This design comes from an exercise in tuning for small area, a short achievable clock period and few clock cycles per item on the open sky130 flow, not from production work.
Function was checked by simulation only, so behaviour that the tests miss may differ from the original.

==> flow/design.v, too long to show whole: its modules and the start of the top module <==
// module ec_scalar_mul: 1118 lines
module ec_scalar_mul (
	input wire clk,
	input wire reset,
	input wire start,
	input wire [7:0] k,
	input wire [15:0] p_x,
	input wire [15:0] p_y,
	input wire p_inf,
	output reg busy,
	output reg done,
	output wire [15:0] r_x,
	output wire [15:0] r_y,
	output wire r_inf
);
  // ...
==> flow/run.sh <==
#!/bin/bash
# synth_recipe.tcl (not shown) runs the flow's synth.tcl, then flattens the netlist and writes it again
# the make line also repeats each setting of config.mk as NAME=value (left out here)
make -C /OpenROAD-flow-scripts/flow DESIGN_CONFIG=/design/flow/config.mk WORK_HOME=/design/flow/orfs CLKGATE_MAP_FILE= SYNTH_SCRIPT=/design/flow/synth_recipe.tcl finish
==> flow/config.mk <==
export PLATFORM = sky130hd
export DESIGN_NAME = ec_scalar_mul
export DESIGN_NICKNAME = ec_scalar_mul
export VERILOG_FILES = /design/flow/design.v
export SDC_FILE = /design/flow/constraint.sdc
export NUM_CORES = 4
export LEC_CHECK = 0
export CAP_MARGIN = 20
export CORE_MARGIN = 2
export CORE_UTILIZATION = 40
export SETUP_SLACK_MARGIN = 1.2
export SLEW_MARGIN = 20
==> flow/constraint.sdc <==
create_clock -name core_clock -period 7.0 [get_ports {clk}]
set_input_delay 1.4000 -clock core_clock [delete_from_list [all_inputs] [get_ports {clk}]]
set_output_delay 1.4000 -clock core_clock [all_outputs]
set_load 0.01 [all_outputs]
==> results.ini, run 1 <==
[worst_setup_path]
worstPathBufferInverterCount = 9
r2r_slack_ps = 850
timing.critical_path.slowest_cell_delay_ps = 550
worst-path-max-fanout = 7
cp_data_required_time_ps = 7280

[grt]
globalRouteMet3Util = 0.0844
grt_start_max_net_pins = 66
gr-total-overflow = 0

[clock_network]
clk_transition_reported_paths_ps = 60
post_cts_hold_buffer_count = 0
clock_insertion_delay_worst_skew_ps = 590
cts.sink_count = 283
postCtsSetupBuffers = 85

[run]
max-cap-violations = 0

[timing]
slew_viol_final = 0
final_period_minus_worst_setup_slack_ps = 6150

[layout]
post_layout_inst_area_um2 = 35500
multiInputCombCellCount = 2395
final_nets = 3827
n_all_inverters = 329
final.signal_buffer_count = 353
multi_input_logic_portion_of_the_cell_area = 0.593
n_antenna_cell = 4
largest_register_ffs = 73

[yosys]
syn-cell-area_um2 = 28300
synth-xor-area-share = 0.0390
muxShareOfSynthArea = 0.0285
netlist_instances = 3192
synth.avg_cell_area_um2 = 8.87
yosys.area_share.simple = 0.165
most_frequently_used_flop_master_after_synthesis = edfxtp_1
synth_top_family_by_area = adder cells

[status]
status = timing/DRC/antenna clean

[detailed_routing]
routed-wl-met3_um = 15100
routed_vias_inst = 6.24

[die]
fp.dieH_um = 270
rows = 97
tapCellCount = 940
floorplan.die_area_um2 = 72900

[worst_hold_path]
worstHoldStart = kreg[6]$_DFFE_PP_

[place]
place_area_um2 = 30600

Testbench counts, summed over its fixed seeds: cycles 25,395, items 192.
==> run 2, diff against run 1 <==
--- a/flow/design.v
+++ b/flow/design.v
@@ -11,21 +11,21 @@
 	output reg busy,
 	output reg done,
 	output wire [15:0] r_x,
 	output wire [15:0] r_y,
 	output wire r_inf
 );
 	localparam [15:0] PM = 16'd65521;
 	localparam [1:0] ST_IDLE = 2'd0, ST_RUN = 2'd1, ST_LOADP = 2'd2;
-	localparam [1:0] LP_NEXT = 2'd0, LP_DBL = 2'd1, LP_INF = 2'd2;
+	localparam [1:0] LP_NEXT = 2'd0, LP_DBL = 2'd1, LP_INF = 2'd2, LP_START = 2'd3;
 	reg [6:0] upc, nupc;
 	reg [1:0] st, nst, ldk;
-	reg [6:0] kreg;  
-	reg [2:0] cnt;  
+	reg [7:0] kreg;  
+	reg [3:0] cnt;  
 	reg cur_bit;  
 	reg dbl_add;  
 	reg hz, rz;  
 	reg rinf;
 	reg [15:0] X, Y, Z, PX, PY, T1, T2, T3, T4;
 	assign r_x = X;
 	assign r_y = Y;
 	assign r_inf = rinf;
@@ -1009,51 +1009,44 @@
 		else if (awr == 4'd7) T4 <= ares;
 	end
 	always @(posedge clk) begin
 		if (st == ST_IDLE && start) begin
 			PX <= p_x;
 			PY <= p_y;
 		end
 	end
-	reg [6:0] k_rest;
-	reg [2:0] k_cnt;
-	always @(*) begin
-		casez (k)
-			8'b1???????: begin k_rest = k[6:0]; k_cnt = 3'd7; end
-			8'b01??????: begin k_rest = {k[5:0], 1'b0}; k_cnt = 3'd6; end
-			8'b001?????: begin k_rest = {k[4:0], 2'b0}; k_cnt = 3'd5; end
-			8'b0001????: begin k_rest = {k[3:0], 3'b0}; k_cnt = 3'd4; end
-			8'b00001???: begin k_rest = {k[2:0], 4'b0}; k_cnt = 3'd3; end
-			8'b000001??: begin k_rest = {k[1:0], 5'b0}; k_cnt = 3'd2; end
-			8'b0000001?: begin k_rest = {k[0], 6'b0}; k_cnt = 3'd1; end
-			default: begin k_rest = 7'd0; k_cnt = 3'd0; end
-		endcase
-	end
 	wire zz = (Z == 16'd0);
-	wire more = (cnt != 3'd0);
+	wire more = (cnt != 4'd0);
 	wire [1:0] succ_d = (cur_bit && !dbl_add) ? 2'd1 : (more ? 2'd0 : 2'd2);
 	wire [1:0] succ_a = more ? 2'd0 : 2'd2;
-	reg consume, fin_done, exc;
+	reg consume, skip, lead, fin_done, exc;
 	reg [1:0] exc_k;
 	always @(*) begin
 		nupc = upc + 1'b1;
 		nst = st;
 		consume = 1'b0;
+		skip = 1'b0;
+		lead = 1'b0;
 		fin_done = 1'b0;
 		exc = 1'b0;
 		exc_k = LP_NEXT;
 		case (st)
 			ST_IDLE: begin
 				nupc = upc;
 				if (start && !p_inf && k != 8'd0) nst = ST_LOADP;
 			end
 			ST_LOADP: begin
 				nst = ST_RUN;
-				if (ldk == LP_DBL) nupc = 7'd0;
+				if (ldk == LP_START) begin  
+					if (!kreg[7]) begin nst = ST_LOADP; skip = 1'b1; end
+					else if (cnt != 4'd1) begin nupc = 7'd0; lead = 1'b1; end
+					else nupc = 7'd28;
+				end
+				else if (ldk == LP_DBL) nupc = 7'd0;
 				else if (more) begin nupc = 7'd0; consume = 1'b1; end
 				else nupc = 7'd28;
 			end
 			default: begin
 				if (upc == 7'd7 && succ_d == 2'd0) begin nupc = 7'd65; consume = 1'b1; end
 				else if (upc == 7'd7 && succ_d == 2'd1) begin nupc = 7'd69; end
 				else if (upc == 7'd7 && succ_d == 2'd2) begin nupc = 7'd73; end
 				else if (upc == 7'd25 && succ_a == 2'd0) begin nupc = 7'd77; consume = 1'b1; end
@@ -1095,27 +1088,37 @@
 			end
 		end
 	end
 	always @(posedge clk) begin
 		upc <= nupc;
 		if (c_f_h) hz <= azero;
 		if (c_f_r) rz <= azero;
 		if (st == ST_IDLE && start) begin
-			kreg <= k_rest;
-			cnt <= k_cnt;
-			ldk <= LP_NEXT;
+			kreg <= k;
+			cnt <= 4'd8;
+			ldk <= LP_START;
 			rinf <= 1'b1;
 		end
 		if (exc)
 			ldk <= exc_k;
-		if (consume) begin
+		if (skip) begin
+			kreg <= {kreg[6:0], 1'b0};
+			cnt <= cnt - 4'd1;
+		end
+		if (lead) begin
 			cur_bit <= kreg[6];
-			kreg <= {kreg[5:0], 1'b0};
-			cnt <= cnt - 3'd1;
+			kreg <= {kreg[5:0], 2'b0};
+			cnt <= cnt - 4'd2;
+			dbl_add <= 1'b0;
+		end
+		if (consume) begin
+			cur_bit <= kreg[7];
+			kreg <= {kreg[6:0], 1'b0};
+			cnt <= cnt - 4'd1;
 			dbl_add <= 1'b0;
 		end else if (st == ST_LOADP && ldk == LP_DBL)
 			dbl_add <= 1'b1;
 		if (fin_done)
 			rinf <= zz;
 	end
 endmodule
 `default_nettype wire
==> flow/config.mk (replaced) <==
export PLATFORM = sky130hd
export DESIGN_NAME = ec_scalar_mul
export DESIGN_NICKNAME = ec_scalar_mul
export VERILOG_FILES = /design/flow/design.v
export SDC_FILE = /design/flow/constraint.sdc
export NUM_CORES = 4
export LEC_CHECK = 0
export CAP_MARGIN = 20
export CORE_MARGIN = 2
export CORE_UTILIZATION = 40
export SETUP_SLACK_MARGIN = 0.3
export SLEW_MARGIN = 20
==> run 2 against run 1 <==
Via count down 6.1%. Clock skew down 11 ps. Die area down 1.4%. Hold slack better by 26 ps. First-iteration DRC count up 2.6%. Final area down 10%. Non-clock buffer count down 99. Critical endpoint is now m2f[16]$_DFF_P_. Clock-buffer cell count up 8. Register-to-register slack worse by 420 ps. Synthesized cell count down 3.7%.
==> results.ini, run 2 <==
[layout]
largest_register_ffs = 73  ; unchanged
regMostFlops = m2f  ; unchanged
synthToLayoutAreaGrowth_pct = 14.2  ; was 25.3%
top_library_cells_by_usage_in_the_layout_fill_and_taps_aside = inv_1, nor2_1, nand2_1, fa_1, buf_4  ; unchanged
drive_gt1_frac = 0.117  ; was 0.231
final_nets = 3626  ; was 3,827
post_layout_inst_area_um2 = 31900  ; was 35,500 um2
layout.cells.most_common = inv_1  ; unchanged

[worst_setup_path]
cp_data_required_time_ps = 7510  ; was 7280 ps
cp-end-kind = register  ; unchanged
cell_with_the_largest_stage_delay_on_the_worst_path = a222oi_1  ; was fa_1
critical_path_arrival_ps = 7080  ; was 6430 ps
timing.reg2reg.worst_path_depth = 16  ; was 26
rr_startpoint = c_m_a[6]$_DFF_PP0_  ; was m2f[16]$_DFF_P_
worstPathBufferInverterCount = 5  ; was 9
worst-path-max-fanout = 8  ; was 7
r2r_slack_ps = 430  ; was 850 ps
path_class = reg -> reg  ; unchanged
crit_family = adder cells  ; unchanged
timing.critical_path.slowest_cell_delay_ps = 670  ; was 550 ps
worstPathCellList = a222oi_1 -> and3_1 -> nor2_1 -> fa_1 -> inv_1 -> fa_1 -> inv_1 -> fa_1 -> inv_1 -> fa_1 -> inv_1 -> fa_1 -> fa_1 -> mux2i_1 -> fa_1 -> inv_1
r2r_end = m2f[16]$_DFF_P_  ; was T2[6]$_DFFE_PP_
critical_path.startpoint_type = register  ; unchanged
cpMostUsedCell = fa_1

[clock_network]
cts.sink_count = 285  ; was 283
cts_inserted_buffers = 35  ; was 37
clk_transition_reported_paths_ps = 60  ; about the same
max-clock-path-buffers = 3  ; unchanged
cts.htree.levels = 2  ; unchanged
cts_tree = built  ; unchanged
root_buffer_master = clkbuf_16  ; unchanged
clock_insertion_delay_worst_skew_ps = 560  ; was 590 ps

[die]
dieWidth_um = 268  ; was 270 um
fp.dieH_um = 268  ; was 270 um
rows = 96  ; was 97
initial_core_util = 0.406  ; was 0.404
coreArea_um2 = 68800  ; was 70,000 um2
io-pin-count = 79  ; unchanged
floorplan.die_area_um2 = 72000  ; was 72,900 um2

[detailed_routing]
route.antenna.remaining_nets = 0  ; unchanged
drc = 0  ; unchanged
wl_um = 108000  ; was 115,000 um
drt-wirelength-per-cell_um = 26.1  ; was 26.3 um
violation_count_after_the_first_detailed_route_iteration = 3824  ; was 3,728
drt_pre_antenna_iters = 12  ; was 9
routed_vias_inst = 6.17  ; was 6.24
routed-via-count = 25600  ; was 27,300

[run]
max-cap-violations = 0  ; unchanged

[timing]
grt_setup_unrepaired = no  ; was yes
timing_worst_slew_pin_value_ps = 1270  ; was 1330 ps
slew_headroom = 0.154  ; was 0.110
final_period_minus_worst_setup_slack_ps = 6570  ; was 6150 ps
clock.fmax_ghz = 0.152  ; was 0.163 GHz
timing_hold_violations_final = 0  ; unchanged
setup_ws_ps = 430  ; was 855 ps
final_min_period_over_clock_period = 0.939  ; was 0.878
setup_viol = 0  ; unchanged
finClkSkew_ps = 34.8  ; was 46.0 ps
slew_viol_final = 0  ; unchanged

[yosys]
ys_top_cells_by_area = fa_1, edfxtp_1, dfxtp_1, ha_1, inv_1  ; was fa_1, edfxtp_1, dfxtp_1, ha_1, nor2_1
syn-cell-area_um2 = 27900  ; was 28,300 um2
synth_enable_flop_cells = 161  ; was 159
synth.largest_area_cell = fa_1  ; unchanged
synth_async_sr_flop_share = 0.147  ; was 0.148
synth.avg_cell_area_um2 = 9.08  ; was 8.87 um2
synth.most_common_cell = inv_1  ; was nor2_1
yosys.area.top_type_share = 0.192  ; was 0.189
most_frequently_used_flop_master_after_synthesis = edfxtp_1  ; unchanged
netlist_instances = 3075  ; was 3,192
synth_cell_count_leaders = inv_1, nor2_1, nand2_1, fa_1, edfxtp_1  ; was nor2_1, inv_1, nand2_1, fa_1, clkbuf_1
syn-num-nets = 3504  ; was 3,620
count_of_state_elements_after_synthesis = 285  ; was 283
distinct_cell_type_count_of_the_synthesized_netlist = 112  ; was 101
yosys_warnings = 1  ; unchanged
yosysSeqAreaShare = 0.270  ; was 0.264

[worst_hold_path]
timing.hold.worst_path_depth = 0  ; unchanged
worst_hold_path_type = reg -> reg  ; unchanged
worstHoldStart = c_f_r$_DFF_PP0_  ; was kreg[6]$_DFFE_PP_
end_point_of_the_worst_hold_path = rz$_DFFE_PP_  ; was cur_bit$_DFFE_PP_

[place]
hpwl_um = 84200  ; was 84,600 um
buffer_ports.inserted = 78  ; unchanged
post-place-ws_ps = 7.55  ; was 297 ps
place_congestion = 1.02  ; was 0.984
place_area_um2 = 30400  ; was 30,600 um2

[grt]
grt_pass1_wl_um = 162000  ; was 169,000 um
grtUsageTotal = 0.302  ; was 0.305
antenna_found_initial = 5  ; was 3
first_global_vias = 25500  ; was 26,400
gr-total-overflow = 0  ; unchanged
grt_start_max_net_pins = 67  ; was 66

[status]
status = timing/DRC/antenna clean  ; unchanged

run 2: how the worst max path moves through the flow:
stage	startpoint	end	cells past startpoint
2_1_floorplan	c_a_sub$_DFF_PP0_	Y[10]$_DFFE_PP_	27
3_3_place_gp	m2f[16]$_DFF_P_	Z[11]$_DFFE_PP_	22
3_5_place_dp	m2f[16]$_DFF_P_	Z[11]$_DFFE_PP_	22
4_1_cts	m2f[16]$_DFF_P_	Z[11]$_DFFE_PP_	22
5_1_grt	c_a_b[2]$_DFF_PP0_	Z[2]$_DFFE_PP_	25
6_report	c_m_a[6]$_DFF_PP0_	m2f[16]$_DFF_P_	16
run 2: kinds of logic after synthesis:
group | Yosys count | synth area share
muxes | 98 | 0.0367
adders and majority gates | 385 | 0.245
and+or+nand+nor | 943 | 0.157
xor gates and xnor gates | 113 | 0.0362
AOI/OAI and AO/OA | 754 | 0.187
DFF | 285 | 0.270
buffers and inverters | 497 | 0.0693
run 2: worst register-to-register path: stages (launching register included):
cell and delay [ps]:
dfrtp_1 640, a222oi_1 670, and3_1 460, nor2_1 120
fa_1 560, inv_1 60, fa_1 540, inv_1 60
fa_1 530, inv_1 60, fa_1 540, inv_1 60
fa_1 590, fa_1 540, mux2i_1 510, fa_1 520
inv_1 60
run 2: layout make-up:
cell class	instances	area [um2]
clock buffers	51	968
flip-flops and latches	285	7530
inverters	328	1230
diodes	2	5.00
repair buffers	254	2130
well taps	931	1160
fillers	6522	36900
clock inverters	10	104
multi-input cells	2293	18800
run 2: timing repair:
item,in CTS,in global routing
setup endpoints to repair,72,112
gates resized for setup,12,51
buffers inserted,4,15
pin swaps,1,17
hold buffers,0,0
hold endpoints to repair,0,0
run 2: routing by layer:
metal / GRT usage / wire, um / up-vias
li1: - / - / 11000
met1: 0.416 / 44500 / 12600
met2: 0.451 / 46300 / 1649
met3: 0.0838 / 13100 / 348
met4: 0.113 / 4600 / 4
met5: 0 / 17 / -
run 2: through the flow:
step,instances,hold WS [ps],utilization,setup TNS [ps]
final,4154,443,0.464,0
after global placement,4072,434,0.441,-43.3
after floorplan,3075,429,-,0
after global routing,4152,449,0.463,0
after CTS,4137,445,0.458,0
after detailed placement,4072,446,0.442,0
Testbench counts of run 2, summed over its fixed seeds: cycles 25,580, items 192.
==> run 3, diff against run 2 <==
--- a/flow/config.mk
+++ b/flow/config.mk
@@ -10,3 +10,3 @@
 export CORE_UTILIZATION = 40
-export SETUP_SLACK_MARGIN = 0.3
+export SETUP_SLACK_MARGIN = 0.9
 export SLEW_MARGIN = 20
==> run 3 against run 2 <==
Register-to-register slack improved by 320 ps. Synthesized cell count stayed put. Routed wire length up 1.9%. Critical path type unchanged. Highest routed layer unchanged. Utilization is 2.7 points higher.
==> results.ini, run 3 <==
[status]
status = timing/DRC/antenna clean  ; unchanged

[layout]
final_nets = 3708  ; was 3,626
layout.cells.most_common = inv_1  ; unchanged
post_layout_inst_area_um2 = 33800  ; was 31,900 um2
drive_gt1_frac = 0.191  ; was 0.117
synthToLayoutAreaGrowth_pct = 20.9  ; was 14.2%
top_library_cells_by_usage_in_the_layout_fill_and_taps_aside = inv_1, nor2_1, nand2_1, fa_1, buf_4  ; unchanged
largest_register_ffs = 73  ; unchanged
regMostFlops = m2f  ; unchanged

[yosys]
ys_top_cells_by_area = fa_1, edfxtp_1, dfxtp_1, ha_1, inv_1  ; unchanged
synth.most_common_cell = inv_1  ; unchanged
yosys.area.top_type_share = 0.192  ; unchanged
synth.avg_cell_area_um2 = 9.08  ; unchanged
syn-cell-area_um2 = 27900  ; unchanged
count_of_state_elements_after_synthesis = 285  ; unchanged
synth_enable_flop_cells = 161  ; unchanged
synth_cell_count_leaders = inv_1, nor2_1, nand2_1, fa_1, edfxtp_1  ; unchanged
syn-num-nets = 3504  ; unchanged
yosys_warnings = 1  ; unchanged
synth.largest_area_cell = fa_1  ; unchanged
distinct_cell_type_count_of_the_synthesized_netlist = 112  ; unchanged
netlist_instances = 3075  ; unchanged
synth_async_sr_flop_share = 0.147  ; unchanged
most_frequently_used_flop_master_after_synthesis = edfxtp_1  ; unchanged
yosysSeqAreaShare = 0.270  ; unchanged

[grt]
grt_start_max_net_pins = 67  ; unchanged
grtUsageTotal = 0.304  ; was 0.302
gr-total-overflow = 0  ; unchanged
grt_pass1_wl_um = 164000  ; was 162,000 um
antenna_found_initial = 3  ; was 5
first_global_vias = 25900  ; was 25,500

[place]
place_area_um2 = 30300  ; was 30,400 um2
buffer_ports.inserted = 78  ; unchanged
place_congestion = 1.01  ; was 1.02
hpwl_um = 83600  ; was 84,200 um
post-place-ws_ps = 32.6  ; was 7.55 ps

[worst_setup_path]
critical_path.startpoint_type = register  ; unchanged
worst-path-max-fanout = 7  ; was 8
r2r_end = Z[12]$_DFFE_PP_  ; was m2f[16]$_DFF_P_
cell_with_the_largest_stage_delay_on_the_worst_path = fa_1  ; was a222oi_1
path_class = reg -> reg  ; unchanged
cp_data_required_time_ps = 7290  ; was 7510 ps
timing.reg2reg.worst_path_depth = 25  ; was 16
rr_startpoint = m2f[16]$_DFF_P_  ; was c_m_a[6]$_DFF_PP0_
timing.critical_path.slowest_cell_delay_ps = 540  ; was 670 ps
r2r_slack_ps = 750  ; was 430 ps
cp-end-kind = register  ; unchanged
critical_path_arrival_ps = 6530  ; was 7080 ps

[detailed_routing]
wl_um = 111000  ; was 108,000 um
drc = 0  ; unchanged
drt_pre_antenna_iters = 10  ; was 12
route.antenna.remaining_nets = 0  ; unchanged
routed_vias_inst = 6.16  ; was 6.17
drt-wirelength-per-cell_um = 26.1  ; about the same
violation_count_after_the_first_detailed_route_iteration = 3860  ; was 3,824
routed-via-count = 26100  ; was 25,600

[timing]
finClkSkew_ps = 47.9  ; was 34.8 ps
grt_setup_unrepaired = yes  ; was no
setup_ws_ps = 754  ; was 430 ps
slew_headroom = 0.161  ; was 0.154
timing_worst_slew_pin_value_ps = 1260  ; was 1270 ps
timing_hold_violations_final = 0  ; unchanged
setup_viol = 0  ; unchanged
final_min_period_over_clock_period = 0.892  ; was 0.939
final_period_minus_worst_setup_slack_ps = 6250  ; was 6570 ps
slew_viol_final = 0  ; unchanged
fin_setup_tns_ps = 0  ; unchanged
clock.fmax_ghz = 0.160  ; was 0.152 GHz

[clock_network]
post_cts_hold_buffer_count = 0  ; unchanged
cts_tree = built  ; unchanged
root_buffer_master = clkbuf_16  ; unchanged
cts_inserted_buffers = 35  ; unchanged
max-clock-path-buffers = 3  ; unchanged
cts.sink_count = 285  ; unchanged
clock_insertion_delay_worst_skew_ps = 580  ; was 560 ps
cts.htree.levels = 2  ; unchanged
clk_transition_reported_paths_ps = 60  ; about the same

[run]
max-cap-violations = 0  ; unchanged

[die]
initial_core_util = 0.406  ; unchanged
floorplan.die_area_um2 = 72000  ; unchanged
fp.dieH_um = 268  ; unchanged
dieWidth_um = 268  ; unchanged
io-pin-count = 79  ; unchanged
rows = 96  ; unchanged
coreArea_um2 = 68800  ; unchanged

[worst_hold_path]
worstHoldStart = c_f_r$_DFF_PP0_  ; unchanged
timing.hold.worst_path_depth = 0  ; unchanged
end_point_of_the_worst_hold_path = rz$_DFFE_PP_  ; unchanged
worst_hold_path_type = reg -> reg  ; unchanged

==> run 3: cell type report <==
type | count | area (um2)
tap | 931 | 1160
clock buffer | 44 | 993
antenna | 1 | 2.50
clock inverter | 20 | 239
fill | 6311 | 35100
multi-input combinational | 2293 | 19700
inverter | 328 | 1230
timing repair buffer | 336 | 2840
sequential | 285 | 7560
==> run 3: worst max-delay path: cells and delay by family (launching register included) <==
family | cells | cell delay (ps)
AO/OA/AOI/OAI | 8 | 1550
AND/OR/NAND/NOR | 2 | 480
adder cells (fa/ha/maj) | 6 | 2560
XOR/XNOR | 2 | 300
buffers and inverters | 7 | 750
flip-flops | 1 | 320
==> run 3: worst max path at each step <==
stage | start | endpoint | slack [ps] | cells past startpoint
6_report | m2f[16]$_DFF_P_ | Z[12]$_DFFE_PP_ | 750 | 25
5_1_grt | m2f[16]$_DFF_P_ | Z[12]$_DFFE_PP_ | 600 | 25
4_1_cts | m2f[16]$_DFF_P_ | Z[12]$_DFFE_PP_ | 850 | 25
3_5_place_dp | m2f[28]$_DFF_P_ | Z[15]$_DFFE_PP_ | 30 | 20
3_3_place_gp | m2f[28]$_DFF_P_ | Z[15]$_DFFE_PP_ | 80 | 20
2_1_floorplan | c_a_sub$_DFF_PP0_ | X[8]$_DFFE_PP_ | 900 | 28
==> run 3: cells by family (layout without fill, tap and decap cells) <==
group / count (synthesis) / count (layout) / synth area share
adder cells (fa/ha/maj): 385 / 385 / 0.245
multiplexers: 98 / 98 / 0.0367
buffers and inverters: 497 / 728 / 0.0693
other: 0 / 1 / 0
flip-flops: 285 / 285 / 0.270
AO/OA/AOI/OAI: 754 / 754 / 0.187
XOR/XNOR: 113 / 113 / 0.0362
AND/OR/NAND/NOR: 943 / 943 / 0.157
==> run 3: layer usage <==
metal / GRT usage / routed length, um
met3: 0.0816 / 13500
met5: 0 / 41
met1: 0.420 / 44400
met4: 0.110 / 4930
met2: 0.457 / 47700
==> run 3: timing repair <==
item / 4_1_cts / 5_1_grt
gates cloned: 0 / 1
setup endpoints to repair: 124 / 127
pin swaps: 44 / 90
setup buffers: 54 / 59
resized for setup: 130 / 179
==> run 3: metrics by stage <==
step	cells	hold slack, ps	utilization
2_1_floorplan	3075	429	-
3_3_place_gp	4059	434	0.440
3_5_place_dp	4059	442	0.440
6_report	4238	459	0.491
5_1_grt	4237	461	0.491
4_1_cts	4177	462	0.473

==> re-timing with driven ports <==
Ports are ideal in the flow. The routed layouts listed here were re-timed in OpenROAD. Step 1, drivers: a clkbuf_16 drives clk and a buf_2 each remaining input, both assumed. Step 2, shift: input delay + t, output delay - t, t = (earliest + latest rising clock arrival at the registers) / 2. This alone moves slack from input paths to output paths. a / b / c = ideal / step 1 / step 2; a / b = the first two.
run | shift t [ns] | setup WS [ns] | worst setup path after step 2
run 1 | 0.631 | 0.855 / 0.855 / 0.855 | register to register
run 2 | 0.608 | 0.430 / 0.430 / 0.430 | register to register
run 3 | 0.624 | 0.754 / 0.754 / 0.754 | register to register
After both steps setup and hold are still met in every run listed.
